This design comes from an exercise in tuning for small area on the open sky130 flow, not from production work.
RTL that was checked went through simulation tests only; none was proved equivalent to the original.
No functional check of the RTL was part of runs 1, 3 and 4.
Power is estimated from default activity; no workload was simulated.

<file path="flow/config.mk">
export PLATFORM = sky130hd
export DESIGN_NAME = sound_top
export DESIGN_NICKNAME = sound_top
export VERILOG_FILES = /design/flow/design.v
export SDC_FILE = /design/flow/constraint.sdc
export NUM_CORES = 4
export LEC_CHECK = 0
export CAP_MARGIN = 20
export CORE_MARGIN = 2
export CORE_UTILIZATION = 60
export CTS_CLUSTER_DIAMETER = 120
export CTS_CLUSTER_SIZE = 30
export PLACE_DENSITY = 0.75
export SLEW_MARGIN = 20
export SYNTH_HIERARCHICAL = 1
</file>
<file path="flow/constraint.sdc">
create_clock -name core_clock -period 10.0 [get_ports {clock}]
set_input_delay 2.0000 -clock core_clock [delete_from_list [all_inputs] [get_ports {clock}]]
set_output_delay 2.0000 -clock core_clock [all_outputs]
set_load 0.01 [all_outputs]
</file>
<file path="flow/design.v">
`timescale 1ns/1ps
`default_nettype none
module sound_top (
	input  wire        clock,
	input  wire        reset,
	input  wire        ready,        
	input  wire [3:0]  game_state,
	input  wire        flash_busy,
	input  wire [7:0]  flash_data,
	output wire [22:0] flash_addr,
	output wire        flash_read,
	output logic       loaded,
	output logic [7:0] to_ac97_data
);
	localparam logic [3:0] GS_IDLE = 4'd0, GS_POP = 4'd4, GS_MISSED = 4'd9, GS_WHACKED = 4'd10;
	logic [3:0] k;         
	logic       rd;        
	logic       waiting;   
	logic [7:0] first_pop, first_missed, first_whacked;
	logic [7:0] cring [0:8];
	logic [3:0] cpos;       
	logic       cshift;     
	logic       cseek;      
	assign cseek = waiting;
	logic       at_start;   
	logic       ld_last;    
	logic       ld_done;    
	logic       arrive;     
	logic [2:0] ld_region;
	logic [3:0] ld_low;
	assign ld_last = (k == 4'd3) || (k == 4'd8) || (k == 4'd11);
	assign ld_done = (k == 4'd12);
	assign arrive  = !loaded && waiting && !flash_busy;
	always_comb begin
		if (k < 4'd4) begin
			ld_region = 3'd2; ld_low = k;
		end else if (k < 4'd9) begin
			ld_region = 3'd3; ld_low = k - 4'd4;
		end else begin
			ld_region = 3'd4; ld_low = k - 4'd9;
		end
	end
	assign flash_read = rd;
	assign flash_addr = {12'd0, loaded ? 3'd1 : ld_region, 4'd0, loaded ? k : ld_low};
	logic [1:0] prev_eff;      
	logic       prev_idle;     
	logic       cfirst;        
	logic [1:0] ctgt;          
	logic [1:0] rsel;          
	logic       clip_done;
	logic [7:0] fir_x;
	logic [1:0] eff;
	logic [3:0] clip_last;
	logic       is_effect, entering, leaving_idle, stall, idle, advance, playing;
	logic [7:0] clip_byte;     
	logic [7:0] mix;           
	logic [8:0] mix_c;
	always_comb begin
		eff       = 2'd1;
		clip_last = 4'd2;
		case (game_state)
			GS_POP: ;
			GS_MISSED:  begin eff = 2'd2; clip_last = 4'd6; end
			GS_WHACKED: begin eff = 2'd3; clip_last = 4'd8; end
			default: eff = 2'd0;
		endcase
		case (ctgt)
			2'd2:    at_start = (cpos == 4'd3);
			2'd3:    at_start = (cpos == 4'd7);
			default: at_start = (cpos == 4'd0);
		endcase
	end
	assign is_effect    = (eff != 2'd0);
	assign idle         = (game_state == GS_IDLE);
	assign entering     = is_effect && (eff != prev_eff);
	assign leaving_idle = !idle && prev_idle;
	assign stall        = flash_busy || rd || leaving_idle;
	assign advance      = ready && !stall;
	assign playing      = is_effect && !clip_done && !entering;
	assign cshift       = loaded ? ((cseek && !at_start) || (advance && playing && !cfirst && cpos != clip_last))
	                             : (arrive && k != 4'd0 && k != 4'd4 && k != 4'd9);
	always_ff @(posedge clock) begin
		rsel <= cfirst ? ctgt : 2'd0;
		if (cshift) begin
			cring[0] <= loaded ? cring[8] : flash_data;
			for (int i = 1; i < 9; i++)
				cring[i] <= cring[i-1];
		end
		if (!reset && arrive) begin
			if (k == 4'd0) first_pop     <= flash_data;
			if (k == 4'd4) first_missed  <= flash_data;
			if (k == 4'd9) first_whacked <= flash_data;
		end
		if (reset)
			cpos <= 4'd0;
		else if (loaded && cshift)
			cpos <= (cpos == 4'd8) ? 4'd0 : cpos + 4'd1;
		if (reset) begin
			k            <= 4'd0;
			rd           <= 1'b0;
			waiting      <= 1'b0;
			loaded       <= 1'b0;
			prev_eff     <= 2'd0;
			prev_idle    <= 1'b1;
			cfirst       <= 1'b1;
			ctgt         <= 2'd1;
			clip_done    <= 1'b1;
			fir_x        <= 8'd0;
			to_ac97_data <= 8'd0;
		end else if (!loaded) begin
			if (!rd && !waiting) begin
				if (ld_done) begin
					loaded <= 1'b1;
					k      <= 4'd0;      
				end else
					rd <= 1'b1;          
			end else if (rd && !flash_busy) begin
				rd      <= 1'b0;
				waiting <= 1'b1;
			end else if (waiting && !flash_busy) begin
				waiting <= 1'b0;
				k       <= k + 4'd1;
				if (!ld_last)
					rd <= 1'b1;
			end
		end else begin
			prev_eff  <= eff;
			prev_idle <= idle;
			if (at_start)
				waiting <= 1'b0;
			if (rd && !flash_busy)
				rd <= 1'b0;
			if (idle) begin
				k     <= 4'd0;
				rd    <= 1'b0;
				fir_x <= 8'd0;
				if (ready)
					to_ac97_data <= 8'd0;
			end else begin
				if (!flash_busy)
					fir_x <= flash_data;
				if (leaving_idle)
					rd <= 1'b1;
				if (entering) begin
					cfirst    <= 1'b1;
					ctgt      <= eff;
					waiting   <= 1'b1;
					clip_done <= 1'b0;
				end
				if (advance) begin
					k  <= k + 4'd1;
					rd <= 1'b1;
					to_ac97_data <= mix;
					if (playing) begin
						if (cfirst)
							cfirst <= 1'b0;
						else if (cpos == clip_last)
							clip_done <= 1'b1;       
					end
				end
			end
		end
	end
	logic [7:0]  ring [0:30];
	logic [7:0]  xb;           
	logic [7:0]  val;          
	logic [4:0]  r_age;        
	logic [4:0]  win;          
	logic        clear;        
	logic        act;
	logic [7:0]  m;            
	logic        n;            
	logic [7:0]  vx;
	logic [17:0] sum, acc;     
	logic        cpend, cmid;  
	assign act = (win != 5'd0);
	coef_rom u_coef (.r_age(r_age), .act(act), .m(m), .n(n));
	sample_sel u_sel (.head(ring[30]), .xb(xb), .newest(r_age == 5'd0), .clear(clear), .n(n), .val(val), .vx(vx));
	wire mt_1, mt_2, mt_3, mt_4, mt_5, mt_6, mt_7, mt_8, mt_9, mt_10, mt_11, mt_12, mt_13, mt_14, mt_15, mt_16, mt_17, mt_18, mt_19, mt_20, mt_21, mt_22, mt_23, mt_24, mt_25, mt_26, mt_27, mt_28, mt_29, mt_30, mt_31, mt_32, mt_33, mt_34, mt_35, mt_36, mt_37, mt_38, mt_39, mt_40, mt_41, mt_42, mt_43, mt_44, mt_45, mt_46, mt_47, mt_48, mt_49, mt_50, mt_51, mt_52, mt_53, mt_54, mt_55, mt_56, mt_57, mt_58, mt_59, mt_60, mt_61, mt_62, mt_63, mt_64, mt_65, mt_66, mt_67, mt_68, mt_69, mt_70, mt_71, mt_72, mt_73, mt_74, mt_75, mt_76, mt_77, mt_78, mt_79, mt_80, mt_81, mt_82, mt_83, mt_84, mt_85, mt_86, mt_87, mt_88, mt_89, mt_90, mt_91, mt_92, mt_93, mt_94, mt_95, mt_96, mt_97, mt_98, mt_99, mt_100, mt_101, mt_102, mt_103, mt_104, mt_105, mt_106, mt_107, mt_108, mt_109, mt_110, mt_111, mt_112, mt_113, mt_114, mt_115, mt_116, mt_117, mt_118, mt_119, mt_120, mt_121, mt_122, mt_123, mt_124, mt_125, mt_126, mt_127, mt_128, mt_129, mt_130, mt_131, mt_132, mt_133, mt_134, mt_135, mt_136, mt_137, mt_138, mt_139, mt_140, mt_141, mt_142, mt_143;
	wire [7:0] pp0 = {~(vx[7] & m[0]), vx[6:0] & {7{m[0]}}};
	wire [7:0] pp1 = {~(vx[7] & m[1]), vx[6:0] & {7{m[1]}}};
	wire [7:0] pp2 = {~(vx[7] & m[2]), vx[6:0] & {7{m[2]}}};
	wire [7:0] pp3 = {~(vx[7] & m[3]), vx[6:0] & {7{m[3]}}};
	wire [7:0] pp4 = {~(vx[7] & m[4]), vx[6:0] & {7{m[4]}}};
	wire [7:0] pp5 = {~(vx[7] & m[5]), vx[6:0] & {7{m[5]}}};
	wire [8:0] pp6;
	assign pp6[0] = vx[0] & m[6];
	assign pp6[1] = (vx[1] & m[6]) | (vx[0] & m[7]);
	assign pp6[2] = (vx[2] & m[6]) | (vx[1] & m[7]);
	assign pp6[3] = (vx[3] & m[6]) | (vx[2] & m[7]);
	assign pp6[4] = (vx[4] & m[6]) | (vx[3] & m[7]);
	assign pp6[5] = (vx[5] & m[6]) | (vx[4] & m[7]);
	assign pp6[6] = (vx[6] & m[6]) | (vx[5] & m[7]);
	assign pp6[7] = (vx[7] & m[6]) | (vx[6] & m[7]);
	assign pp6[8] = ~(vx[7] & (m[6] | m[7]));
	ha u_mt_1 (.a(sum[5]), .b(pp0[5]), .s(mt_1), .co(mt_2));
	fa u_mt_3 (.a(sum[6]), .b(pp0[6]), .c(pp1[5]), .s(mt_3), .co(mt_4));
	ha u_mt_5 (.a(pp2[4]), .b(pp3[3]), .s(mt_5), .co(mt_6));
	fa u_mt_7 (.a(sum[7]), .b(pp0[7]), .c(pp1[6]), .s(mt_7), .co(mt_8));
	fa u_mt_9 (.a(pp2[5]), .b(pp3[4]), .c(pp4[3]), .s(mt_9), .co(mt_10));
	ha u_mt_11 (.a(pp5[2]), .b(pp6[1]), .s(mt_11), .co(mt_12));
	fa u_mt_13 (.a(sum[8]), .b(pp1[7]), .c(pp2[6]), .s(mt_13), .co(mt_14));
	fa u_mt_15 (.a(pp3[5]), .b(pp4[4]), .c(pp5[3]), .s(mt_15), .co(mt_16));
	fa u_mt_17 (.a(sum[9]), .b(pp2[7]), .c(pp3[6]), .s(mt_17), .co(mt_18));
	ha u_mt_19 (.a(sum[3]), .b(pp0[3]), .s(mt_19), .co(mt_20));
	fa u_mt_21 (.a(sum[4]), .b(pp0[4]), .c(pp1[3]), .s(mt_21), .co(mt_22));
	ha u_mt_23 (.a(pp2[2]), .b(pp3[1]), .s(mt_23), .co(mt_24));
	fa u_mt_25 (.a(mt_1), .b(pp1[4]), .c(pp2[3]), .s(mt_25), .co(mt_26));
	fa u_mt_27 (.a(pp3[2]), .b(pp4[1]), .c(pp5[0]), .s(mt_27), .co(mt_28));
	fa u_mt_29 (.a(mt_2), .b(mt_3), .c(mt_5), .s(mt_29), .co(mt_30));
	fa u_mt_31 (.a(pp4[2]), .b(pp5[1]), .c(pp6[0]), .s(mt_31), .co(mt_32));
	fa u_mt_33 (.a(mt_4), .b(mt_6), .c(mt_7), .s(mt_33), .co(mt_34));
	assign mt_35 = ~(mt_9 ^ mt_11);
	assign mt_36 = mt_9 | mt_11;
	fa u_mt_37 (.a(mt_8), .b(mt_10), .c(mt_12), .s(mt_37), .co(mt_38));
	fa u_mt_39 (.a(mt_13), .b(mt_15), .c(pp6[2]), .s(mt_39), .co(mt_40));
	fa u_mt_41 (.a(mt_14), .b(mt_16), .c(mt_17), .s(mt_41), .co(mt_42));
	fa u_mt_43 (.a(pp4[5]), .b(pp5[4]), .c(pp6[3]), .s(mt_43), .co(mt_44));
	fa u_mt_45 (.a(mt_18), .b(sum[10]), .c(pp3[7]), .s(mt_45), .co(mt_46));
	fa u_mt_47 (.a(pp4[6]), .b(pp5[5]), .c(pp6[4]), .s(mt_47), .co(mt_48));
	fa u_mt_49 (.a(sum[11]), .b(pp4[7]), .c(pp5[6]), .s(mt_49), .co(mt_50));
	ha u_mt_51 (.a(sum[2]), .b(pp0[2]), .s(mt_51), .co(mt_52));
	fa u_mt_53 (.a(mt_19), .b(pp1[2]), .c(pp2[1]), .s(mt_53), .co(mt_54));
	fa u_mt_55 (.a(mt_20), .b(mt_21), .c(mt_23), .s(mt_55), .co(mt_56));
	fa u_mt_57 (.a(mt_22), .b(mt_24), .c(mt_25), .s(mt_57), .co(mt_58));
	fa u_mt_59 (.a(mt_26), .b(mt_28), .c(mt_29), .s(mt_59), .co(mt_60));
	fa u_mt_61 (.a(mt_30), .b(mt_32), .c(mt_33), .s(mt_61), .co(mt_62));
	fa u_mt_63 (.a(mt_34), .b(mt_36), .c(mt_37), .s(mt_63), .co(mt_64));
	fa u_mt_65 (.a(mt_38), .b(mt_40), .c(mt_41), .s(mt_65), .co(mt_66));
	fa u_mt_67 (.a(mt_42), .b(mt_44), .c(mt_45), .s(mt_67), .co(mt_68));
	fa u_mt_69 (.a(mt_46), .b(mt_48), .c(mt_49), .s(mt_69), .co(mt_70));
	fa u_mt_71 (.a(mt_50), .b(sum[12]), .c(pp5[7]), .s(mt_71), .co(mt_72));
	ha u_mt_73 (.a(sum[13]), .b(pp6[7]), .s(mt_73), .co(mt_74));
	ha u_mt_75 (.a(sum[1]), .b(pp0[1]), .s(mt_75), .co(mt_76));
	fa u_mt_77 (.a(mt_51), .b(pp1[1]), .c(pp2[0]), .s(mt_77), .co(mt_78));
	fa u_mt_79 (.a(mt_52), .b(mt_53), .c(pp3[0]), .s(mt_79), .co(mt_80));
	fa u_mt_81 (.a(mt_54), .b(mt_55), .c(pp4[0]), .s(mt_81), .co(mt_82));
	fa u_mt_83 (.a(mt_56), .b(mt_57), .c(mt_27), .s(mt_83), .co(mt_84));
	fa u_mt_85 (.a(mt_58), .b(mt_59), .c(mt_31), .s(mt_85), .co(mt_86));
	fa u_mt_87 (.a(mt_60), .b(mt_61), .c(mt_35), .s(mt_87), .co(mt_88));
	fa u_mt_89 (.a(mt_62), .b(mt_63), .c(mt_39), .s(mt_89), .co(mt_90));
	fa u_mt_91 (.a(mt_64), .b(mt_65), .c(mt_43), .s(mt_91), .co(mt_92));
	fa u_mt_93 (.a(mt_66), .b(mt_67), .c(mt_47), .s(mt_93), .co(mt_94));
	fa u_mt_95 (.a(mt_68), .b(mt_69), .c(pp6[5]), .s(mt_95), .co(mt_96));
	fa u_mt_97 (.a(mt_70), .b(mt_71), .c(pp6[6]), .s(mt_97), .co(mt_98));
	assign mt_99 = ~(mt_72 ^ mt_73);
	assign mt_100 = mt_72 | mt_73;
	fa u_mt_101 (.a(mt_74), .b(sum[14]), .c(pp6[8]), .s(mt_101), .co(mt_102));
	assign mt_103 = ~sum[15];
	assign mt_104 = sum[15];
	assign mt_105 = ~sum[16];
	assign mt_106 = sum[16];
	assign mt_107 = ~sum[17];
	assign mt_108 = sum[17];
	ha u_mt_109 (.a(sum[0]), .b(pp0[0]), .s(mt_109), .co(mt_110));
	fa u_mt_111 (.a(mt_75), .b(pp1[0]), .c(mt_110), .s(mt_111), .co(mt_112));
	fa u_mt_113 (.a(mt_76), .b(mt_77), .c(mt_112), .s(mt_113), .co(mt_114));
	fa u_mt_115 (.a(mt_78), .b(mt_79), .c(mt_114), .s(mt_115), .co(mt_116));
	fa u_mt_117 (.a(mt_80), .b(mt_81), .c(mt_116), .s(mt_117), .co(mt_118));
	fa u_mt_119 (.a(mt_82), .b(mt_83), .c(mt_118), .s(mt_119), .co(mt_120));
	fa u_mt_121 (.a(mt_84), .b(mt_85), .c(mt_120), .s(mt_121), .co(mt_122));
	fa u_mt_123 (.a(mt_86), .b(mt_87), .c(mt_122), .s(mt_123), .co(mt_124));
	fa u_mt_125 (.a(mt_88), .b(mt_89), .c(mt_124), .s(mt_125), .co(mt_126));
	fa u_mt_127 (.a(mt_90), .b(mt_91), .c(mt_126), .s(mt_127), .co(mt_128));
	assign cmid = mt_128;
	fa u_mt_129 (.a(mt_92), .b(mt_93), .c(cpend), .s(mt_129), .co(mt_130));
	fa u_mt_131 (.a(mt_94), .b(mt_95), .c(mt_130), .s(mt_131), .co(mt_132));
	fa u_mt_133 (.a(mt_96), .b(mt_97), .c(mt_132), .s(mt_133), .co(mt_134));
	fa u_mt_135 (.a(mt_98), .b(mt_99), .c(mt_134), .s(mt_135), .co(mt_136));
	fa u_mt_137 (.a(mt_100), .b(mt_101), .c(mt_136), .s(mt_137), .co(mt_138));
	fa u_mt_139 (.a(mt_102), .b(mt_103), .c(mt_138), .s(mt_139), .co(mt_140));
	fa u_mt_141 (.a(mt_104), .b(mt_105), .c(mt_140), .s(mt_141), .co(mt_142));
	assign mt_143 = mt_106 ^ mt_107 ^ mt_142;
	assign acc = {mt_143, mt_141, mt_139, mt_137, mt_135, mt_133, mt_131, mt_129, mt_127, mt_125, mt_123, mt_121, mt_119, mt_117, mt_115, mt_113, mt_111, mt_109};
	always_ff @(posedge clock) begin
		if (ready)
			xb <= fir_x;
		ring[0] <= val;
		for (int i = 1; i < 31; i++)
			ring[i] <= ring[i-1];
		if (!ready)
			r_age <= (r_age == 5'd0) ? 5'd30 : r_age - 5'd1;
		if (reset) begin
			win   <= 5'd0;
			clear <= 1'b1;
			sum   <= 18'd0;
			cpend <= 1'b0;
		end else begin
			if (ready)
				win <= 5'd1;
			else if (act)
				win <= win + 5'd1;     
			if (win == 5'd31)
				clear <= 1'b0;
			if (ready) begin
				sum   <= 18'd56;
				cpend <= 1'b0;
			end else begin
				sum   <= acc;
				cpend <= cmid;
			end
		end
	end
	always_comb begin
		case (rsel)
			2'd1:    clip_byte = first_pop;
			2'd2:    clip_byte = first_missed;
			2'd3:    clip_byte = first_whacked;
			default: clip_byte = cring[8];
		endcase
		if (!playing)
			clip_byte = 8'd0;
	end
	assign mix_c[0] = cpend;
	for (genvar b = 0; b < 8; b++) begin : g_mix
		fa u_fa (.a(sum[10+b]), .b(clip_byte[b]), .c(mix_c[b]), .s(mix[b]), .co(mix_c[b+1]));
	end
endmodule
module sample_sel (
	input  wire [7:0] head,
	input  wire [7:0] xb,
	input  wire       newest,
	input  wire       clear,
	input  wire       n,
	output wire [7:0] val,
	output wire [7:0] vx
);
	assign val = newest ? xb : (clear ? 8'd0 : head);
	assign vx  = val ^ {8{n}};
endmodule
module coef_rom (
	input  wire [4:0] r_age,
	input  wire       act,
	output wire [7:0] m,
	output wire       n
);
	assign m[0] = act & ((r_age == 5'd0) | (r_age == 5'd1) | (r_age == 5'd2) | (r_age == 5'd3) | (r_age == 5'd5) | (r_age == 5'd6) | (r_age == 5'd11) | (r_age == 5'd12) | (r_age == 5'd14) | (r_age == 5'd16) | (r_age == 5'd18) | (r_age == 5'd19) | (r_age == 5'd24) | (r_age == 5'd25) | (r_age == 5'd27) | (r_age == 5'd28) | (r_age == 5'd29) | (r_age == 5'd30));
	assign m[1] = act & ((r_age == 5'd2) | (r_age == 5'd4) | (r_age == 5'd5) | (r_age == 5'd8) | (r_age == 5'd9) | (r_age == 5'd10) | (r_age == 5'd12) | (r_age == 5'd13) | (r_age == 5'd14) | (r_age == 5'd16) | (r_age == 5'd17) | (r_age == 5'd18) | (r_age == 5'd20) | (r_age == 5'd21) | (r_age == 5'd22) | (r_age == 5'd25) | (r_age == 5'd26) | (r_age == 5'd28));
	assign m[2] = act & ((r_age == 5'd3) | (r_age == 5'd4) | (r_age == 5'd5) | (r_age == 5'd6) | (r_age == 5'd10) | (r_age == 5'd11) | (r_age == 5'd13) | (r_age == 5'd17) | (r_age == 5'd19) | (r_age == 5'd20) | (r_age == 5'd24) | (r_age == 5'd25) | (r_age == 5'd26) | (r_age == 5'd27));
	assign m[3] = act & ((r_age == 5'd8) | (r_age == 5'd9) | (r_age == 5'd10) | (r_age == 5'd12) | (r_age == 5'd13) | (r_age == 5'd14) | (r_age == 5'd16) | (r_age == 5'd17) | (r_age == 5'd18) | (r_age == 5'd20) | (r_age == 5'd21) | (r_age == 5'd22));
	assign m[4] = act & ((r_age == 5'd9) | (r_age == 5'd12) | (r_age == 5'd14) | (r_age == 5'd16) | (r_age == 5'd18) | (r_age == 5'd21));
	assign m[5] = act & ((r_age == 5'd10) | (r_age == 5'd13) | (r_age == 5'd14) | (r_age == 5'd16) | (r_age == 5'd17) | (r_age == 5'd20));
	assign m[6] = act & ((r_age == 5'd11) | (r_age == 5'd12) | (r_age == 5'd13) | (r_age == 5'd14) | (r_age == 5'd16) | (r_age == 5'd17) | (r_age == 5'd18) | (r_age == 5'd19));
	assign m[7] = act & ((r_age == 5'd15));
	assign n = act & ((r_age == 5'd0) | (r_age == 5'd1) | (r_age == 5'd2) | (r_age == 5'd3) | (r_age == 5'd4) | (r_age == 5'd5) | (r_age == 5'd6) | (r_age == 5'd24) | (r_age == 5'd25) | (r_age == 5'd26) | (r_age == 5'd27) | (r_age == 5'd28) | (r_age == 5'd29) | (r_age == 5'd30));
endmodule
module fa (
	input  wire a,
	input  wire b,
	input  wire c,
	output wire s,
	output wire co
);
	assign s  = a ^ b ^ c;
	assign co = (a & b) | (a & c) | (b & c);
endmodule
module ha (
	input  wire a,
	input  wire b,
	output wire s,
	output wire co
);
	assign s  = a ^ b;
	assign co = a & b;
endmodule
`default_nettype wire
</file>
<file path="flow/flow/run.sh">
#!/bin/bash
# Own flow: the standard layout (standard.sh, unchanged synthesis) with the
# port buffers made from the smallest buffer cell.
set -euo pipefail
bash standard.sh \
	BUFFER_PORTS_ARGS="-buffer_cell sky130_fd_sc_hd__buf_1" \
	finish > flow_make.log 2>&1
</file>
<file path="flow/standard.sh">
#!/bin/bash
# synth_recipe.tcl (not shown) runs the flow's synth.tcl, then flattens the netlist and writes it again
# the make line also repeats each setting of config.mk as NAME=value (left out here)
make -C /OpenROAD-flow-scripts/flow DESIGN_CONFIG=/design/flow/config.mk WORK_HOME=/design/flow/orfs CLKGATE_MAP_FILE= SYNTH_SCRIPT=/design/flow/synth_recipe.tcl "${@:-finish}"
</file>
==> results.txt, run 1 <==
status complete, no violations; post-route clock period utilization 0.802; H-Tree Depth 1; R2R cell count 23; cell mode on critical path fa_1; PD cells 198 nW/um2; asr flop ratio synth 0; detailed-route via count 6957; Place WS 1.94 ns; Port Buffers 32; CP Cell Sequence inv_1 -> ha_1 -> nand2b_1 -> or3_1 -> inv_1 -> nand2_1 -> o21ai_2 -> xor2_1 -> nand2_1 -> fa_1 -> fa_1 -> fa_1 -> fa_1 -> fa_1 -> fa_1 -> fa_1 -> fa_1 -> fa_1 -> fa_1 -> fa_1 -> xnor2_1 -> xnor2_1 -> nor3_1; crit path kind flop to flop; cts repair resizes 0; ys flop type dfxtp_1; endpoints failing setup 0; Post-Route WL 21400 um; Final min period 8.02 ns; Fin. Hold Viols 0; Slew Limit Fails 0; Comb pwr share 0.129; Iter 0 DRT Violations 454; final worst slack 1.98 ns; vias per cell 5.16; slowest stage delay, CP 0.64 ns; worst skew pair latency 0.53 ns; CTS root buf clkbuf_16; synth top area cells dfxtp_1 (43%), edfxtp_1 (23%), fa_1 (9.1%); clk_skew 0.0207 ns; area delta synth->final 5.92%; row count 56; synth warn 11; Hold Path Stages 0; initial antenna violation count 0; drt first pass iters 5; f_max 125 MHz; Max-Cap Viols 0; DRC viols 0; largest net degree at the start of global routing 73; number of flops mapped to enable cells by yosys 109; relative slew slack 0.406; Mapped Area 14200 um2; proportion of layout cells with a drive suffix above 1 0.0777; Layout Utilization 0.644; TritonCTS Buffers 17; Avg Inst Size Synth 14.3 um2; Global Route Usage Sum 0.181; Setup TNS Final 0 ns; Cell variety after synth 77; slowest CP cell edfxtp_1; register bit total from synthesis 418; vias in the first global route 6955; Die H 158 um; global-route wire length before repair 35500 um; clock share of power 0.263; Post-DP HPWL 14300 um; clock net sink count 418; WL/cell 15.9 um; CP Capture Type flop; Worst VDD drop 0.145 mV; fin nets 1131; placed cell area 14600 um2; WP data required 10.41 ns; CTS clock-pin slew for the worst setup and hold paths 0.12 ns; synthesized instance count 997; number of filler instances in the final layout 1691; P_sw 707 uW; Setup Buffers After CTS 0; # IOs 49; synth cell count leaders dfxtp_1 (309), edfxtp_1 (109), and2_1 (68); hold crit path type flop to flop; Final Cell Area 15100 um2; Reg2Reg Setup Slack 1.98 ns; Die Wd 158 um; number of nets with antenna violations after routing 0; LEAKAGE 5.76 nW; cell internal pwr 2.27 mW; Clock Tree Buf Depth 3; worst hold slack 0.332 ns; ant diodes 0; Slew @ Worst Pin 0.883 ns; CTS tree done; total gr overflow 0; full die area 25000 um2; Hold Buf Count CTS 0; Max Fanout on Critical Path 17; Switching Share 0.237; cell taking the most area after synthesis dfxtp_1; crit path DAT 8.43 ns; Final GP Congestion 0.826; count leader, synth dfxtp_1; post-synthesis sequential area ratio 0.664; CORE AREA 23400 um2; area fraction of the dominant cell type after synthesis 0.435; Initial Util 0.608; RSZ-0062 raised after global routing false; CP Launch Type flop; Seq pwr share 0.609
registers in the layout, summed over array words and instances (netlist names), 2 cells and up:
signal         count
ring             248
cring             72
sum               18
fir_x              8
first_missed       8
first_pop          8
first_whacked      8
to_ac97_data       8
xb                 8
r_age              5
win                5
cpos               4
k                  4
ctgt               2
prev_eff           2
rsel               2
worst paths after layout:
kind / end / start
setup / recovery: sum[17] / r_age[1]
hold / removal: ring[7][2] / ring[6][2]
setup reg to reg: sum[17] / r_age[1]
hold reg to reg: ring[7][2] / ring[6][2]
per-module statistics from Yosys, one instance, submodules excluded:
module      copies in the design  cells
coef_rom                       1     50
fa                            65      1
ha                             9      1
sample_sel                     1     34
sound_top                      1    839
metal layers:
metal	wire length, um	up-vias	track usage	share of wire
met4	375	0	0.0442	0.018
met3	825	31	0.0287	0.039
met2	10100	112	0.296	0.47
met1	10100	3421	0.256	0.47
met5	0	-	0	0
li1	-	3393	-	-
power groups by stage:
| stage | combinational [mW] | clock [mW] | sequential (mW) |
|---|---|---|---|
| 2_1_floorplan | 0.313 | 0 | 1.83 |
| 3_3_place_gp | 0.371 | 0 | 1.85 |
| 3_5_place_dp | 0.392 | 0 | 1.85 |
| 4_1_cts | 0.394 | 0.809 | 1.81 |
| 5_1_grt | 0.457 | 0.868 | 1.82 |
| 6_report | 0.384 | 0.782 | 1.81 |
worst max-delay path, delay by kind of cell, from the launching register on:
kind	cells	cell delay, ns
buffers and inverters	2	0.63
AOI/OAI and AO/OA	1	0.11
and+or+nand+nor	5	0.83
adders and majority gates	12	4.88
DFF	1	0.64
xor gates and xnor gates	3	0.80
layout by cell type (no fill, tap or decap), types with 4 or more instances in the layout:
master and instances:
mux4_2 8, o22ai_1 4, mux2_2 8, buf_1 31, nor2_1 41, nor2b_1 8
or3_1 4, xor2_1 11, o21ai_1 4, inv_1 33, and3_1 7, and2_1 68
nand3_1 14, a21oi_1 23, o21ai_2 10, xnor2_1 9, clkbuf_16 17, dfxtp_1 309
a22o_1 8, nand2b_1 15, fa_1 65, nand3b_1 4, a211oi_1 5, o21ai_0 22
buf_4 8, a22oi_1 8, nor4_1 4, nand2_1 41, edfxtp_1 109, clkbuf_1 6
conb_1 16, mux2i_1 10, ha_1 26, nor3_1 13, a21o_1 4
final cells by class:
| type | count | area (um2) | share of cell area |
|---|---|---|---|
| Clock inverter | 2 | 13.8 | 0.000913 |
| Tap cell | 319 | 399 | 0.0265 |
| Clock buffer | 23 | 448 | 0.0297 |
| Multi-Input combinational cell | 513 | 4450 | 0.295 |
| Timing Repair Buffer | 41 | 189 | 0.0125 |
| Inverter | 33 | 124 | 0.00822 |
| Sequential cell | 418 | 9460 | 0.627 |
metrics by stage:
stage | power, mW | std cells
6_report | 2.98 | 1349
5_1_grt | 3.15 | 1349
4_1_cts | 3.02 | 1348
3_5_place_dp | 2.24 | 1323
3_3_place_gp | 2.22 | 1323
2_1_floorplan | 2.15 | 1012
cell families (layout without fill, tap and decap cells):
| kind of cell | after synthesis | after routing | share of synthesized area |
|---|---|---|---|
| AOI/OAI and AO/OA | 112 | 112 | 0.0564 |
| adders and majority gates | 91 | 91 | 0.114 |
| muxes | 27 | 27 | 0.0271 |
| buffers and inverters | 81 | 99 | 0.0279 |
| xor gates and xnor gates | 20 | 20 | 0.0123 |
| other | 1 | 16 | 0.000263 |
| and+or+nand+nor | 247 | 247 | 0.0973 |
| DFF | 418 | 418 | 0.664 |
==> run 2, diff against run 1 <==
--- a/flow/design.v
+++ b/flow/design.v
@@ -22,5 +22,4 @@
 	logic       cshift;     
 	logic       cseek;      
-	assign cseek = waiting;
 	logic       at_start;   
 	logic       ld_last;    
@@ -105,4 +104,5 @@
 			cfirst       <= 1'b1;
 			ctgt         <= 2'd1;
+			cseek        <= 1'b0;
 			clip_done    <= 1'b1;
 			fir_x        <= 8'd0;
@@ -128,5 +128,5 @@
 			prev_idle <= idle;
 			if (at_start)
-				waiting <= 1'b0;
+				cseek <= 1'b0;
 			if (rd && !flash_busy)
 				rd <= 1'b0;
@@ -145,5 +145,5 @@
 					cfirst    <= 1'b1;
 					ctgt      <= eff;
-					waiting   <= 1'b1;
+					cseek     <= 1'b1;
 					clip_done <= 1'b0;
 				end
==> flow/flow/run.sh (replaced) <==
#!/bin/bash
# Own flow: the standard layout (standard.sh, unchanged synthesis) with the
# port buffers made from the smallest buffer cell, and clock tree synthesis
# without dummy balancing loads.
set -euo pipefail
bash standard.sh \
	BUFFER_PORTS_ARGS="-buffer_cell sky130_fd_sc_hd__buf_1" \
	CTS_ARGS="-sink_clustering_enable -repair_clock_nets -sink_clustering_size 30 -sink_clustering_max_diameter 120 -dont_use_dummy_load" \
	finish > flow_make.log 2>&1
==> run 2 against run 1 <==
  * Final area is 0.66% lower
  * Sequential power hardly changed
  * Synthesized cell count is 1.2% lower
  * Count of clock-buffer cells in the layout decreased by 6
  * First-iteration DRC count fell by 11%
  * Clock skew decreased by 0.00064 ns
  * Sequential share of layout area rose by 0.55 points
  * Register-to-register slack barely moved
  * Via count down 1.8%
  * Worst hold slack worse by 0.00092 ns
  * Still clean on timing, DRC and antenna
  * Largest cell class unchanged
==> results.txt, run 2 <==
Die Wd 158 um; Max Fanout on Critical Path 12; CTS tree done; Mapped Area 14200 um2; row count 56; Switching Share 0.237; # IOs 49; worst skew pair latency 0.52 ns; most frequent cells in the layout dfxtp_1 (310), edfxtp_1 (109), fa_1 (65); fin nets 1120; Final min period 8.01 ns; Comb pwr share 0.130; CTS clock-pin slew for the worst setup and hold paths 0.11 ns; Setup Buffers After CTS 0; count leader, synth dfxtp_1; asr flop ratio synth 0; CTS root buf clkbuf_16; RSZ-0062 raised after global routing false; Final Cell Area 15000 um2; Initial Util 0.607; DRC viols 0; relative slew slack 0.301; Max-Cap Viols 0; crit path kind flop to flop; global-route wire length before repair 34700 um; Worst Hold End ring[4][3]; Fin. Hold Viols 0; H-Tree Depth 1; Iter 0 DRT Violations 403; proportion of layout cells with a drive suffix above 1 0.0702; r2r startpoint win[0]; detailed-route via count 6830; most common cell after layout, fill and taps aside dfxtp_1; vias per cell 5.14; area delta synth->final 5.76%; number of flops mapped to enable cells by yosys 109; max FFs per register 248; synth cell count leaders dfxtp_1 (310), edfxtp_1 (109), fa_1 (65); ant diodes 0; number of nets with antenna violations after routing 0; Slew Limit Fails 0; register bit total from synthesis 419; hold path start ring[3][3]; Post-Route WL 21300 um; clock share of power 0.258; cell taking the most area after synthesis dfxtp_1; CORE AREA 23300 um2; r2r endpoint sum[17]; largest net degree at the start of global routing 73; biggest regs ring x248, cring x72, sum x18; Port Buffers 32; LEAKAGE 5.76 nW; clock net sink count 419; post-route clock period utilization 0.801; Clock Tree Buf Depth 3; P_sw 703 uW; Die H 158 um; synth top area cells dfxtp_1 (44%), edfxtp_1 (23%), fa_1 (9.2%); crit path DAT 8.41 ns; total gr overflow 0; initial antenna violation count 0; Reg2Reg Setup Slack 1.99 ns; Avg Inst Size Synth 14.4 um2; hold crit path type flop to flop; f_max 125 MHz; area fraction of the dominant cell type after synthesis 0.438; register area 9480 um2; post-synthesis sequential area ratio 0.669; placed cell area 14600 um2; Worst VDD drop 0.164 mV; WL/cell 16.0 um; endpoints failing setup 0; Slew @ Worst Pin 1.04 ns; synth warn 11; Cell variety after synth 73; Seq pwr share 0.611; Post-DP HPWL 14200 um; Global Route Usage Sum 0.177; WP data required 10.40 ns; CP Capture Type flop; Final GP Congestion 0.821; Reg with most FFs ring; ys flop type dfxtp_1; cts repair resizes 0; cell internal pwr 2.27 mW; worst hold slack 0.331 ns; TritonCTS Buffers 17; full die area 24800 um2; Hold Buf Count CTS 0; Setup TNS Final 0 ns; vias in the first global route 6734; area occupied by multi-input gates 4370 um2; R2R cell count 21; synthesized instance count 985; PD cells 198 nW/um2; clk_skew 0.0200 ns; CP Launch Type flop; drt first pass iters 5; number of filler instances in the final layout 1703; Hold Path Stages 0; status complete, no violations
run 2: how the worst max path moves through the flow:
stage	cells after the start	end	start
after CTS	21	sum[17]	win[0]
after detailed placement	23	sum[17]	r_age[1]
after global routing	21	sum[17]	win[0]
after global placement	21	sum[17]	win[0]
final	21	sum[17]	win[0]
after floorplan	4	cring[0][0]	flash_busy
run 2: stage by stage:
stage	instances	util	total power [mW]	setup slack [ns]
after floorplan	1000	-	2.15	1.93
after detailed placement	1313	0.624	2.25	1.98
after CTS	1330	0.642	3.01	1.99
final	1330	0.642	2.97	1.99
after global placement	1313	0.624	2.24	2.20
after global routing	1330	0.642	3.12	1.46
run 2: layer usage:
metal  part of all wire  GRT usage  routed length (um)  up-vias
li1                   -          -                   -     3336
met1               0.48      0.257               10300     3361
met2               0.47      0.283                9910       96
met3              0.028     0.0252                 606       37
met4              0.023     0.0450                 480        0
met5                  0          0                   0        -
run 2: cell type report:
cell class | count | share of cell area
repair buffers | 41 | 0.0126
multi-input cells | 503 | 0.292
inverters | 31 | 0.00777
flip-flops and latches | 419 | 0.633
well taps | 319 | 0.0266
clock buffers | 17 | 0.0284
run 2: worst max-delay path: stages (launching register included):
cell and delay, ns:
dfxtp_1 0.41, inv_1 0.06, ha_1 0.18, or4b_2 0.35, inv_1 0.16, nor4_2 0.93
xor2_1 0.60, nand2_1 0.17, fa_1 0.51, fa_1 0.45, fa_1 0.50, fa_1 0.43
fa_1 0.45, fa_1 0.38, fa_1 0.38, fa_1 0.39, fa_1 0.39, fa_1 0.39
fa_1 0.38, xnor2_1 0.18, xnor2_1 0.14, nor3_1 0.06
run 2: cells by family (layout without fill, tap and decap cells):
| logic type | Yosys count | in the layout | synth area share |
|---|---|---|---|
| simple gates | 247 | 247 | 0.0969 |
| compound gates | 102 | 102 | 0.0515 |
| xor+xnor | 21 | 21 | 0.0130 |
| buf+inv | 78 | 89 | 0.0278 |
| flops | 419 | 419 | 0.669 |
| other cells | 1 | 16 | 0.000265 |
| fa+ha+maj | 91 | 91 | 0.115 |
| mux | 26 | 26 | 0.0263 |
run 2: per-module statistics from Yosys (local to each module, per instance):
module      cells inside  flops+latches  area (um2)
sound_top            827            419       12200
coef_rom              50              0         343
fa                     1              0        20.0
sample_sel            34              0         238
ha                     1              0        12.5
run 2: power by group through the flow:
| stage | clock (mW) | sequential [mW] | combinational (mW) |
|---|---|---|---|
| floorplan | 0 | 1.84 | 0.309 |
| global placement | 0 | 1.85 | 0.385 |
| detailed placement | 0 | 1.85 | 0.392 |
| CTS | 0.791 | 1.82 | 0.398 |
| global route | 0.841 | 1.82 | 0.457 |
| finish | 0.767 | 1.81 | 0.387 |
==> run 3, diff against run 2 <==
--- a/flow/design.v
+++ b/flow/design.v
@@ -15,4 +15,5 @@
 	localparam logic [3:0] GS_IDLE = 4'd0, GS_POP = 4'd4, GS_MISSED = 4'd9, GS_WHACKED = 4'd10;
 	logic [3:0] k;         
+	logic [1:0] region;    
 	logic       rd;        
 	logic       waiting;   
@@ -24,22 +25,9 @@
 	logic       at_start;   
 	logic       ld_last;    
-	logic       ld_done;    
 	logic       arrive;     
-	logic [2:0] ld_region;
-	logic [3:0] ld_low;
-	assign ld_last = (k == 4'd3) || (k == 4'd8) || (k == 4'd11);
-	assign ld_done = (k == 4'd12);
+	assign ld_last = (region == 2'd0) ? (k == 4'd3) : (region == 2'd1) ? (k == 4'd4) : (k == 4'd2);
 	assign arrive  = !loaded && waiting && !flash_busy;
-	always_comb begin
-		if (k < 4'd4) begin
-			ld_region = 3'd2; ld_low = k;
-		end else if (k < 4'd9) begin
-			ld_region = 3'd3; ld_low = k - 4'd4;
-		end else begin
-			ld_region = 3'd4; ld_low = k - 4'd9;
-		end
-	end
 	assign flash_read = rd;
-	assign flash_addr = {12'd0, loaded ? 3'd1 : ld_region, 4'd0, loaded ? k : ld_low};
+	assign flash_addr = {12'd0, region == 2'd2, !region[1], region[0], 4'd0, k};
 	logic [1:0] prev_eff;      
 	logic       prev_idle;     
@@ -78,5 +66,5 @@
 	assign playing      = is_effect && !clip_done && !entering;
 	assign cshift       = loaded ? ((cseek && !at_start) || (advance && playing && !cfirst && cpos != clip_last))
-	                             : (arrive && k != 4'd0 && k != 4'd4 && k != 4'd9);
+	                             : (arrive && k != 4'd0);
 	always_ff @(posedge clock) begin
 		rsel <= cfirst ? ctgt : 2'd0;
@@ -87,7 +75,7 @@
 		end
 		if (!reset && arrive) begin
-			if (k == 4'd0) first_pop     <= flash_data;
-			if (k == 4'd4) first_missed  <= flash_data;
-			if (k == 4'd9) first_whacked <= flash_data;
+			if (k == 4'd0 && region == 2'd0) first_pop     <= flash_data;
+			if (k == 4'd0 && region == 2'd1) first_missed  <= flash_data;
+			if (k == 4'd0 && region == 2'd2) first_whacked <= flash_data;
 		end
 		if (reset)
@@ -97,4 +85,5 @@
 		if (reset) begin
 			k            <= 4'd0;
+			region       <= 2'd0;
 			rd           <= 1'b0;
 			waiting      <= 1'b0;
@@ -110,8 +99,7 @@
 		end else if (!loaded) begin
 			if (!rd && !waiting) begin
-				if (ld_done) begin
-					loaded <= 1'b1;
-					k      <= 4'd0;      
-				end else
+				if (region == 2'd3)
+					loaded <= 1'b1;      
+				else
 					rd <= 1'b1;          
 			end else if (rd && !flash_busy) begin
@@ -120,7 +108,11 @@
 			end else if (waiting && !flash_busy) begin
 				waiting <= 1'b0;
-				k       <= k + 4'd1;
-				if (!ld_last)
+				if (ld_last) begin
+					k      <= 4'd0;
+					region <= region + 2'd1;
+				end else begin
+					k  <= k + 4'd1;
 					rd <= 1'b1;
+				end
 			end
 		end else begin
@@ -169,29 +161,29 @@
 	logic        clear;        
 	logic        act;
-	logic [7:0]  m;            
+	logic [7:0]  mn;           
 	logic        n;            
-	logic [7:0]  vx;
+	logic [7:0]  vxn;          
 	logic [17:0] sum, acc;     
 	logic        cpend, cmid;  
 	assign act = (win != 5'd0);
-	coef_rom u_coef (.r_age(r_age), .act(act), .m(m), .n(n));
-	sample_sel u_sel (.head(ring[30]), .xb(xb), .newest(r_age == 5'd0), .clear(clear), .n(n), .val(val), .vx(vx));
+	coef_rom u_coef (.r_age(r_age), .act(act), .mn(mn), .n(n));
+	sample_sel u_sel (.head(ring[30]), .xb(xb), .newest(r_age == 5'd0), .clear(clear), .n(n), .val(val), .vxn(vxn));
 	wire mt_1, mt_2, mt_3, mt_4, mt_5, mt_6, mt_7, mt_8, mt_9, mt_10, mt_11, mt_12, mt_13, mt_14, mt_15, mt_16, mt_17, mt_18, mt_19, mt_20, mt_21, mt_22, mt_23, mt_24, mt_25, mt_26, mt_27, mt_28, mt_29, mt_30, mt_31, mt_32, mt_33, mt_34, mt_35, mt_36, mt_37, mt_38, mt_39, mt_40, mt_41, mt_42, mt_43, mt_44, mt_45, mt_46, mt_47, mt_48, mt_49, mt_50, mt_51, mt_52, mt_53, mt_54, mt_55, mt_56, mt_57, mt_58, mt_59, mt_60, mt_61, mt_62, mt_63, mt_64, mt_65, mt_66, mt_67, mt_68, mt_69, mt_70, mt_71, mt_72, mt_73, mt_74, mt_75, mt_76, mt_77, mt_78, mt_79, mt_80, mt_81, mt_82, mt_83, mt_84, mt_85, mt_86, mt_87, mt_88, mt_89, mt_90, mt_91, mt_92, mt_93, mt_94, mt_95, mt_96, mt_97, mt_98, mt_99, mt_100, mt_101, mt_102, mt_103, mt_104, mt_105, mt_106, mt_107, mt_108, mt_109, mt_110, mt_111, mt_112, mt_113, mt_114, mt_115, mt_116, mt_117, mt_118, mt_119, mt_120, mt_121, mt_122, mt_123, mt_124, mt_125, mt_126, mt_127, mt_128, mt_129, mt_130, mt_131, mt_132, mt_133, mt_134, mt_135, mt_136, mt_137, mt_138, mt_139, mt_140, mt_141, mt_142, mt_143;
-	wire [7:0] pp0 = {~(vx[7] & m[0]), vx[6:0] & {7{m[0]}}};
-	wire [7:0] pp1 = {~(vx[7] & m[1]), vx[6:0] & {7{m[1]}}};
-	wire [7:0] pp2 = {~(vx[7] & m[2]), vx[6:0] & {7{m[2]}}};
-	wire [7:0] pp3 = {~(vx[7] & m[3]), vx[6:0] & {7{m[3]}}};
-	wire [7:0] pp4 = {~(vx[7] & m[4]), vx[6:0] & {7{m[4]}}};
-	wire [7:0] pp5 = {~(vx[7] & m[5]), vx[6:0] & {7{m[5]}}};
+	wire [7:0] pp0 = {vxn[7] | mn[0], ~(vxn[6:0] | {7{mn[0]}})};
+	wire [7:0] pp1 = {vxn[7] | mn[1], ~(vxn[6:0] | {7{mn[1]}})};
+	wire [7:0] pp2 = {vxn[7] | mn[2], ~(vxn[6:0] | {7{mn[2]}})};
+	wire [7:0] pp3 = {vxn[7] | mn[3], ~(vxn[6:0] | {7{mn[3]}})};
+	wire [7:0] pp4 = {vxn[7] | mn[4], ~(vxn[6:0] | {7{mn[4]}})};
+	wire [7:0] pp5 = {vxn[7] | mn[5], ~(vxn[6:0] | {7{mn[5]}})};
 	wire [8:0] pp6;
-	assign pp6[0] = vx[0] & m[6];
-	assign pp6[1] = (vx[1] & m[6]) | (vx[0] & m[7]);
-	assign pp6[2] = (vx[2] & m[6]) | (vx[1] & m[7]);
-	assign pp6[3] = (vx[3] & m[6]) | (vx[2] & m[7]);
-	assign pp6[4] = (vx[4] & m[6]) | (vx[3] & m[7]);
-	assign pp6[5] = (vx[5] & m[6]) | (vx[4] & m[7]);
-	assign pp6[6] = (vx[6] & m[6]) | (vx[5] & m[7]);
-	assign pp6[7] = (vx[7] & m[6]) | (vx[6] & m[7]);
-	assign pp6[8] = ~(vx[7] & (m[6] | m[7]));
+	assign pp6[0] = ~(vxn[0] | mn[6]);
+	assign pp6[1] = ~((vxn[1] | mn[6]) & (vxn[0] | mn[7]));
+	assign pp6[2] = ~((vxn[2] | mn[6]) & (vxn[1] | mn[7]));
+	assign pp6[3] = ~((vxn[3] | mn[6]) & (vxn[2] | mn[7]));
+	assign pp6[4] = ~((vxn[4] | mn[6]) & (vxn[3] | mn[7]));
+	assign pp6[5] = ~((vxn[5] | mn[6]) & (vxn[4] | mn[7]));
+	assign pp6[6] = ~((vxn[6] | mn[6]) & (vxn[5] | mn[7]));
+	assign pp6[7] = ~((vxn[7] | mn[6]) & (vxn[6] | mn[7]));
+	assign pp6[8] = vxn[7] | (mn[6] & mn[7]);
 	ha u_mt_1 (.a(sum[5]), .b(pp0[5]), .s(mt_1), .co(mt_2));
 	fa u_mt_3 (.a(sum[6]), .b(pp0[6]), .c(pp1[5]), .s(mt_3), .co(mt_4));
@@ -324,23 +316,23 @@
 	input  wire       n,
 	output wire [7:0] val,
-	output wire [7:0] vx
+	output wire [7:0] vxn
 );
 	assign val = newest ? xb : (clear ? 8'd0 : head);
-	assign vx  = val ^ {8{n}};
+	assign vxn = ~(val ^ {8{n}});
 endmodule
 module coef_rom (
 	input  wire [4:0] r_age,
 	input  wire       act,
-	output wire [7:0] m,
+	output wire [7:0] mn,
 	output wire       n
 );
-	assign m[0] = act & ((r_age == 5'd0) | (r_age == 5'd1) | (r_age == 5'd2) | (r_age == 5'd3) | (r_age == 5'd5) | (r_age == 5'd6) | (r_age == 5'd11) | (r_age == 5'd12) | (r_age == 5'd14) | (r_age == 5'd16) | (r_age == 5'd18) | (r_age == 5'd19) | (r_age == 5'd24) | (r_age == 5'd25) | (r_age == 5'd27) | (r_age == 5'd28) | (r_age == 5'd29) | (r_age == 5'd30));
-	assign m[1] = act & ((r_age == 5'd2) | (r_age == 5'd4) | (r_age == 5'd5) | (r_age == 5'd8) | (r_age == 5'd9) | (r_age == 5'd10) | (r_age == 5'd12) | (r_age == 5'd13) | (r_age == 5'd14) | (r_age == 5'd16) | (r_age == 5'd17) | (r_age == 5'd18) | (r_age == 5'd20) | (r_age == 5'd21) | (r_age == 5'd22) | (r_age == 5'd25) | (r_age == 5'd26) | (r_age == 5'd28));
-	assign m[2] = act & ((r_age == 5'd3) | (r_age == 5'd4) | (r_age == 5'd5) | (r_age == 5'd6) | (r_age == 5'd10) | (r_age == 5'd11) | (r_age == 5'd13) | (r_age == 5'd17) | (r_age == 5'd19) | (r_age == 5'd20) | (r_age == 5'd24) | (r_age == 5'd25) | (r_age == 5'd26) | (r_age == 5'd27));
-	assign m[3] = act & ((r_age == 5'd8) | (r_age == 5'd9) | (r_age == 5'd10) | (r_age == 5'd12) | (r_age == 5'd13) | (r_age == 5'd14) | (r_age == 5'd16) | (r_age == 5'd17) | (r_age == 5'd18) | (r_age == 5'd20) | (r_age == 5'd21) | (r_age == 5'd22));
-	assign m[4] = act & ((r_age == 5'd9) | (r_age == 5'd12) | (r_age == 5'd14) | (r_age == 5'd16) | (r_age == 5'd18) | (r_age == 5'd21));
-	assign m[5] = act & ((r_age == 5'd10) | (r_age == 5'd13) | (r_age == 5'd14) | (r_age == 5'd16) | (r_age == 5'd17) | (r_age == 5'd20));
-	assign m[6] = act & ((r_age == 5'd11) | (r_age == 5'd12) | (r_age == 5'd13) | (r_age == 5'd14) | (r_age == 5'd16) | (r_age == 5'd17) | (r_age == 5'd18) | (r_age == 5'd19));
-	assign m[7] = act & ((r_age == 5'd15));
+	assign mn[0] = ~(act & ((r_age == 5'd0) | (r_age == 5'd1) | (r_age == 5'd2) | (r_age == 5'd3) | (r_age == 5'd5) | (r_age == 5'd6) | (r_age == 5'd11) | (r_age == 5'd12) | (r_age == 5'd14) | (r_age == 5'd16) | (r_age == 5'd18) | (r_age == 5'd19) | (r_age == 5'd24) | (r_age == 5'd25) | (r_age == 5'd27) | (r_age == 5'd28) | (r_age == 5'd29) | (r_age == 5'd30)));
+	assign mn[1] = ~(act & ((r_age == 5'd2) | (r_age == 5'd4) | (r_age == 5'd5) | (r_age == 5'd8) | (r_age == 5'd9) | (r_age == 5'd10) | (r_age == 5'd12) | (r_age == 5'd13) | (r_age == 5'd14) | (r_age == 5'd16) | (r_age == 5'd17) | (r_age == 5'd18) | (r_age == 5'd20) | (r_age == 5'd21) | (r_age == 5'd22) | (r_age == 5'd25) | (r_age == 5'd26) | (r_age == 5'd28)));
+	assign mn[2] = ~(act & ((r_age == 5'd3) | (r_age == 5'd4) | (r_age == 5'd5) | (r_age == 5'd6) | (r_age == 5'd10) | (r_age == 5'd11) | (r_age == 5'd13) | (r_age == 5'd17) | (r_age == 5'd19) | (r_age == 5'd20) | (r_age == 5'd24) | (r_age == 5'd25) | (r_age == 5'd26) | (r_age == 5'd27)));
+	assign mn[3] = ~(act & ((r_age == 5'd8) | (r_age == 5'd9) | (r_age == 5'd10) | (r_age == 5'd12) | (r_age == 5'd13) | (r_age == 5'd14) | (r_age == 5'd16) | (r_age == 5'd17) | (r_age == 5'd18) | (r_age == 5'd20) | (r_age == 5'd21) | (r_age == 5'd22)));
+	assign mn[4] = ~(act & ((r_age == 5'd9) | (r_age == 5'd12) | (r_age == 5'd14) | (r_age == 5'd16) | (r_age == 5'd18) | (r_age == 5'd21)));
+	assign mn[5] = ~(act & ((r_age == 5'd10) | (r_age == 5'd13) | (r_age == 5'd14) | (r_age == 5'd16) | (r_age == 5'd17) | (r_age == 5'd20)));
+	assign mn[6] = ~(act & ((r_age == 5'd11) | (r_age == 5'd12) | (r_age == 5'd13) | (r_age == 5'd14) | (r_age == 5'd16) | (r_age == 5'd17) | (r_age == 5'd18) | (r_age == 5'd19)));
+	assign mn[7] = ~(act & ((r_age == 5'd15)));
 	assign n = act & ((r_age == 5'd0) | (r_age == 5'd1) | (r_age == 5'd2) | (r_age == 5'd3) | (r_age == 5'd4) | (r_age == 5'd5) | (r_age == 5'd6) | (r_age == 5'd24) | (r_age == 5'd25) | (r_age == 5'd26) | (r_age == 5'd27) | (r_age == 5'd28) | (r_age == 5'd29) | (r_age == 5'd30));
 endmodule
==> run 3 against run 2 <==
  * Still clean
  * Non-clock buffer count decreased by 5
  * Wire length increased by 2.1%
  * Setup slack got worse by 0.023 ns
  * Clock power increased by 2%
  * Synthesized cell count increased by 1.3%
  * Via count increased by 0.12%
  * Critical path depth increased by 1
  * Sequential cell count increased by 2
  * Global-route usage increased by 0.64 points
  * Combinational power increased by 5.2%
  * Area after synthesis decreased by 0.77%
  * Critical endpoint unchanged
  * Highest routed layer unchanged
==> results.txt, run 3 <==
Final GP Congestion 0.825; fin nets 1111; crit path capture sum[17]; row count 56; Slew @ Worst Pin 1.01 ns; post-route clock period utilization 0.804; r2r startpoint r_age[0]; area delta synth->final 5.24%; H-Tree Depth 1; Max Fanout on Critical Path 17; CP Launch Type flop; biggest regs ring x248, cring x72, sum x18; Setup Buffers After CTS 0; Die H 157 um; number of nets with antenna violations after routing 0; full die area 24700 um2; ant diodes 0; PD cells 204 nW/um2; asr flop ratio synth 0; hold crit path type flop to flop; LEAKAGE 5.53 nW; synthesized instance count 998; Die Wd 157 um; Mapped Area 14100 um2; final worst slack 1.96 ns; Global Route Usage Sum 0.183; CTS tree done; CORE AREA 23300 um2; area occupied by multi-input gates 4160 um2; Post-DP HPWL 14400 um; most frequent cells in the layout dfxtp_1 (312), edfxtp_1 (109), nor2_1 (90); most common cell after layout, fill and taps aside dfxtp_1; crit path kind flop to flop; global-route wire length before repair 35400 um; worst hold slack 0.330 ns; status complete, no violations; area fraction of the dominant cell type after synthesis 0.444; total power 3.02 mW; worst skew pair latency 0.52 ns; Post-Route WL 21700 um; number of flops mapped to enable cells by yosys 109; Slew Limit Fails 0; register area 9520 um2; endpoints failing setup 0; count leader, synth dfxtp_1; post-synthesis sequential area ratio 0.677; cell taking the most area after synthesis dfxtp_1; Reg2Reg Setup Slack 1.96 ns; largest net degree at the start of global routing 73; Hold Buf Count CTS 0; Clock Tree Buf Depth 3; max FFs per register 248; f_max 124 MHz; detailed-route via count 6838; number of filler instances in the final layout 1749; initial antenna violation count 0; fin cells 1323; ys flop type dfxtp_1; total gr overflow 0; Worst VDD drop 0.181 mV; vias in the first global route 6761; # IOs 49; cts repair resizes 0; WP data required 10.40 ns; Port Buffers 32; CTS clock-pin slew for the worst setup and hold paths 0.11 ns; Fin. Hold Viols 0; crit path DAT 8.44 ns; Place WS 2.01 ns; Iter 0 DRT Violations 394; r2r endpoint sum[17]; WL/cell 16.4 um; Avg Inst Size Synth 14.1 um2; proportion of layout cells with a drive suffix above 1 0.0677; drt first pass iters 4; clock net sink count 421; R2R cell count 22; Reg with most FFs ring; synth cell count leaders dfxtp_1 (312), edfxtp_1 (109), nor2_1 (91); synth top area cells dfxtp_1 (44%), edfxtp_1 (23%), fa_1 (9.3%); synth warn 11; Initial Util 0.604; crit path launch r_age[0]; Max-Cap Viols 0; CTS root buf clkbuf_16; DRC viols 0; Cell variety after synth 67; Final min period 8.04 ns; register bit total from synthesis 421; relative slew slack 0.326; vias per cell 5.17; CP Capture Type flop; clk_skew 0.0743 ns; Setup TNS Final 0 ns; TritonCTS Buffers 18; RSZ-0062 raised after global routing false; Placed Cells 1305
run 3: changes by cell type after synthesis, moves of 7 or more:
cell	delta
nand3_1	+8
and2_1	-39
a22o_1	-10
nand4_1	-7
nor2_1	+48
xnor2_1	+10
xor2_1	-7
clkbuf_1	+11
run 3: layer usage:
metal | share of wire | global-route usage | vias to the layer above
li1 | - | - | 3306
met1 | 0.47 | 0.265 | 3385
met2 | 0.46 | 0.294 | 117
met3 | 0.036 | 0.0248 | 30
met4 | 0.026 | 0.0532 | 0
met5 | 0 | 0 | -
run 3: logic make-up (layout without fill, tap and decap cells):
group | after synthesis | count (layout) | share of synthesized area
other | 1 | 16 | 0.000267
AOI/OAI and AO/OA | 99 | 99 | 0.0493
and+or+nand+nor | 247 | 247 | 0.0870
DFF | 421 | 421 | 0.677
adders and majority gates | 89 | 89 | 0.114
muxes | 24 | 24 | 0.0253
xor gates and xnor gates | 24 | 24 | 0.0150
buffers and inverters | 93 | 84 | 0.0319
run 3: critical path: stages (launching register included):
cell and delay (ns):
edfxtp_1 0.58, inv_1 0.11, ha_1 0.19, nand2b_1 0.08
or3_1 0.37, inv_1 0.53, o21ai_2 0.15, xnor2_1 0.63
nor2_1 0.14, fa_1 0.44, fa_1 0.46, fa_1 0.58
fa_1 0.47, fa_1 0.42, fa_1 0.39, fa_1 0.41
fa_1 0.40, fa_1 0.39, fa_1 0.39, fa_1 0.39
xnor2_1 0.19, xnor2_1 0.14, nor3_1 0.06
run 3: stage by stage:
stage,cell area (um2),utilization
final,14800,0.636
after global routing,14800,0.636
after CTS,14800,0.636
after detailed placement,14300,0.616
after global placement,14300,0.616
after floorplan,14100,-
run 3: layout make-up:
cell class                 instances  area share
timing repair buffer              36      0.0102
clock buffer                      18      0.0305
multi-input combinational        499       0.281
inverter                          30     0.00761
tap                              319      0.0270
sequential                       421       0.644
run 3: per-module statistics from Yosys (local to each module, per instance):
module / area (um2) / times used / flip-flops and latches / cells
fa: 20.0 / 65 / 0 / 1
ha: 12.5 / 9 / 0 / 1
sample_sel: 238 / 1 / 0 / 34
coef_rom: 337 / 1 / 0 / 53
sound_top: 12100 / 1 / 421 / 837
run 3: worst min-delay path by stage:
stage	end	cells after the start	startpoint	slack, ns
after global placement	ring[13][4]	0	ring[12][4]	0.31
after global routing	ring[3][4]	0	ring[2][4]	0.34
final	ring[7][2]	0	ring[6][2]	0.33
after floorplan	ring[10][0]	0	ring[9][0]	0.31
after CTS	ring[29][5]	0	ring[28][5]	0.33
after detailed placement	ring[11][5]	0	ring[10][5]	0.31
run 3: report_power, final:
group	total [mW]	internal, mW	switching, mW
Combinational	0.407	0.186	0.220
Sequential	1.82	1.78	0.0391
Clock	0.786	0.325	0.461
==> run 4, diff against run 3 <==
--- a/flow/config.mk
+++ b/flow/config.mk
@@ -6,4 +6,5 @@
 export NUM_CORES = 4
 export LEC_CHECK = 0
+export ABC_AREA = 1
 export CAP_MARGIN = 20
 export CORE_MARGIN = 2
==> run 4 against run 3 <==
  * Highest routed layer unchanged
  * Sequential cell count did not move
  * Final cell count rose by 13%
  * Register-to-register slack improved by 0.19 ns
  * Non-clock buffer count rose by 1
==> results.txt, run 4 <==
status complete, no violations; full die area 24800 um2; Die H 158 um; Max-Cap Viols 0; Initial Util 0.607; TritonCTS Buffers 18; Global Route Usage Sum 0.184; detailed-route via count 7551; fin cells 1489; RSZ-0062 raised after global routing false; H-Tree Depth 1; WP data required 10.40 ns; Setup Buffers After CTS 0; asr flop ratio synth 0; slowest CP cell fa_1; LEAKAGE 5.94 nW; vias per cell 5.07; synthesized instance count 1155; Die Wd 158 um; CP Cell Sequence inv_1 -> ha_1 -> and3_1 -> inv_1 -> inv_1 -> a31oi_1 -> inv_1 -> nand3_1 -> nand2_1 -> or2_2 -> fa_1 -> fa_1 -> fa_1 -> fa_1 -> fa_1 -> fa_1 -> fa_1 -> fa_1 -> fa_1 -> fa_1 -> fa_1 -> xor2_1 -> o21ai_0 -> a21oi_1; largest net degree at the start of global routing 73; Post-Route WL 22000 um; slowest stage delay, CP 0.56 ns; crit path DAT 8.24 ns; row count 56; Mapped Area 14200 um2; synth warn 11; clk_skew 0.0910 ns; ys flop type dfxtp_1; register bit total from synthesis 421; post-synthesis sequential area ratio 0.672; drt first pass iters 5; cell taking the most area after synthesis dfxtp_1; Max Fanout on Critical Path 10; most frequent cells in the layout dfxtp_1 (312), nand2_1 (127), nor2_1 (125); Top delay family on crit path adder cells; clock net sink count 421; most common cell after layout, fill and taps aside dfxtp_1; Fin. Hold Viols 0; cts repair resizes 0; Setup TNS Final 0 ns; area fraction of the dominant cell type after synthesis 0.441; CTS root buf clkbuf_16; Worst VDD drop 0.150 mV; proportion of layout cells with a drive suffix above 1 0.0521; CTS clock-pin slew for the worst setup and hold paths 0.11 ns; Cell variety after synth 45; cell mode on critical path fa_1; max FFs per register 248; CP Launch Type flop; endpoints failing setup 0; Reg with most FFs ring; Slew @ Worst Pin 1.14 ns; biggest regs ring x248, cring x72, sum x18; Placed Cells 1471; post-route clock period utilization 0.785; vias in the first global route 7382; Hold Buf Count CTS 0; relative slew slack 0.232; f_max 127 MHz; total gr overflow 0; Avg Inst Size Synth 12.3 um2; number of flops mapped to enable cells by yosys 109; synth top area cells dfxtp_1 (44%), edfxtp_1 (23%), fa_1 (9.2%); PD cells 208 nW/um2; initial antenna violation count 0; Final GP Congestion 0.884; CTS tree done; Iter 0 DRT Violations 589; WL/cell 14.8 um; CP Capture Type flop; area delta synth->final 5.36%; Slew Limit Fails 0; Post-DP HPWL 15100 um; hold crit path type flop to flop; DRC viols 0; ant diodes 0; CORE AREA 23300 um2; worst skew pair latency 0.52 ns; global-route wire length before repair 36200 um; number of nets with antenna violations after routing 0; Clock Tree Buf Depth 3; WP buf/inv 4; fin nets 1277; # IOs 49; synth cell count leaders dfxtp_1 (312), nand2_1 (127), nor2_1 (125); Port Buffers 32; count leader, synth dfxtp_1; Final min period 7.85 ns; crit path kind flop to flop
run 4: metal layers:
layer	part of all wire	up-vias	wire length, um	track usage
met5	0	-	0	0
met4	0.022	0	483	0.0481
met3	0.041	36	904	0.0222
met2	0.47	165	10200	0.304
met1	0.47	3657	10400	0.262
li1	-	3693	-	-
run 4: worst paths after layout:
| check | startpoint | to | slack [ns] | cells past startpoint |
|---|---|---|---|---|
| setup / recovery | win[0] | sum[17] | 2.15 | 24 |
| hold / removal | ring[22][7] | ring[23][7] | 0.30 | 0 |
| setup reg to reg | win[0] | sum[17] | 2.15 | 24 |
| hold reg to reg | ring[22][7] | ring[23][7] | 0.30 | 0 |
run 4: cell type report:
class                   count  area (um2)
repair buffers             37         158
inverters                 113         429
multi-input cells         581        3960
fillers                  1759        8420
well taps                 319         399
flip-flops and latches    421        9520
clock buffers              18         450
run 4: through the flow:
stage                     cell area, um2  worst slack, ns   util  power [mW]  hold WS (ns)
after CTS                          14900             2.18  0.639        3.14         0.305
after global placement             14500             2.39  0.620        2.34         0.310
final                              14900             2.15  0.639        3.10         0.305
after detailed placement           14500             2.24  0.620        2.37         0.312
after global routing               14900             1.67  0.639        3.28         0.308
after floorplan                    14200             1.92      -        2.25         0.310
run 4: Yosys stat by module (local to each module, per instance):
module	copies in the design	flip-flops and latches
sample_sel	1	0
ha	9	0
sound_top	1	421
fa	65	0
coef_rom	1	0
run 4: worst register-to-register path, delay by kind of cell (launching register included):
kind                     cells  cell delay, ns
XOR/XNOR                     1            0.16
AND/OR/NAND/NOR              4            0.86
buffers and inverters        4            0.71
adder cells (fa/ha/maj)     12            4.85
flip-flops                   1            0.39
AO/OA/AOI/OAI                3            0.74
run 4: cell families after synthesis:
kind of cell	count (synthesis)	share of synthesized area
and+or+nand+nor	355	0.111
adders and majority gates	89	0.113
other	1	0.000265
DFF	421	0.672
xor gates and xnor gates	7	0.00433
AOI/OAI and AO/OA	114	0.0463
buffers and inverters	168	0.0526
run 4: report_power, final:
part | internal [mW] | switching (mW)
registers | 1.79 | 0.0385
logic | 0.208 | 0.286
clock network | 0.325 | 0.460

[static timing again, ports no longer ideal]
No port has a modelled driver above. Below, the same layouts with a new extraction and two added sets of constraints. Step 1: set_driving_cell puts a clkbuf_16 on clock and a buf_2 on each other input, an assumption about the parent block. Step 2 adds t to the input delays and takes it off the output delays; t is the mean of the earliest and latest rising clock arrival at the registers after step 1. Input paths then give back, and output paths get back, about the clock's delay inside the block. Three values: no drivers, after step 1, after step 2; two values: the first two.
run | t, ns | setup slack, ns | slew at the worst register clock pin (ns) | worst data-port slew with drivers (ns) | pins driven straight from the clock port
run 1 | 0.564 | 1.983 / 1.983 / 1.983 | 0.12 / 0.12 | 0.04 | 1
run 2 | 0.551 | 1.985 / 1.985 / 1.985 | 0.11 / 0.11 | 0.03 | 1
run 3 | 0.527 | 1.963 / 1.963 / 1.963 | 0.11 / 0.11 | 0.05 | 1
run 4 | 0.520 | 2.155 / 2.155 / 2.155 | 0.12 / 0.12 | 0.04 | 1
After both steps every run listed still meets setup and hold.
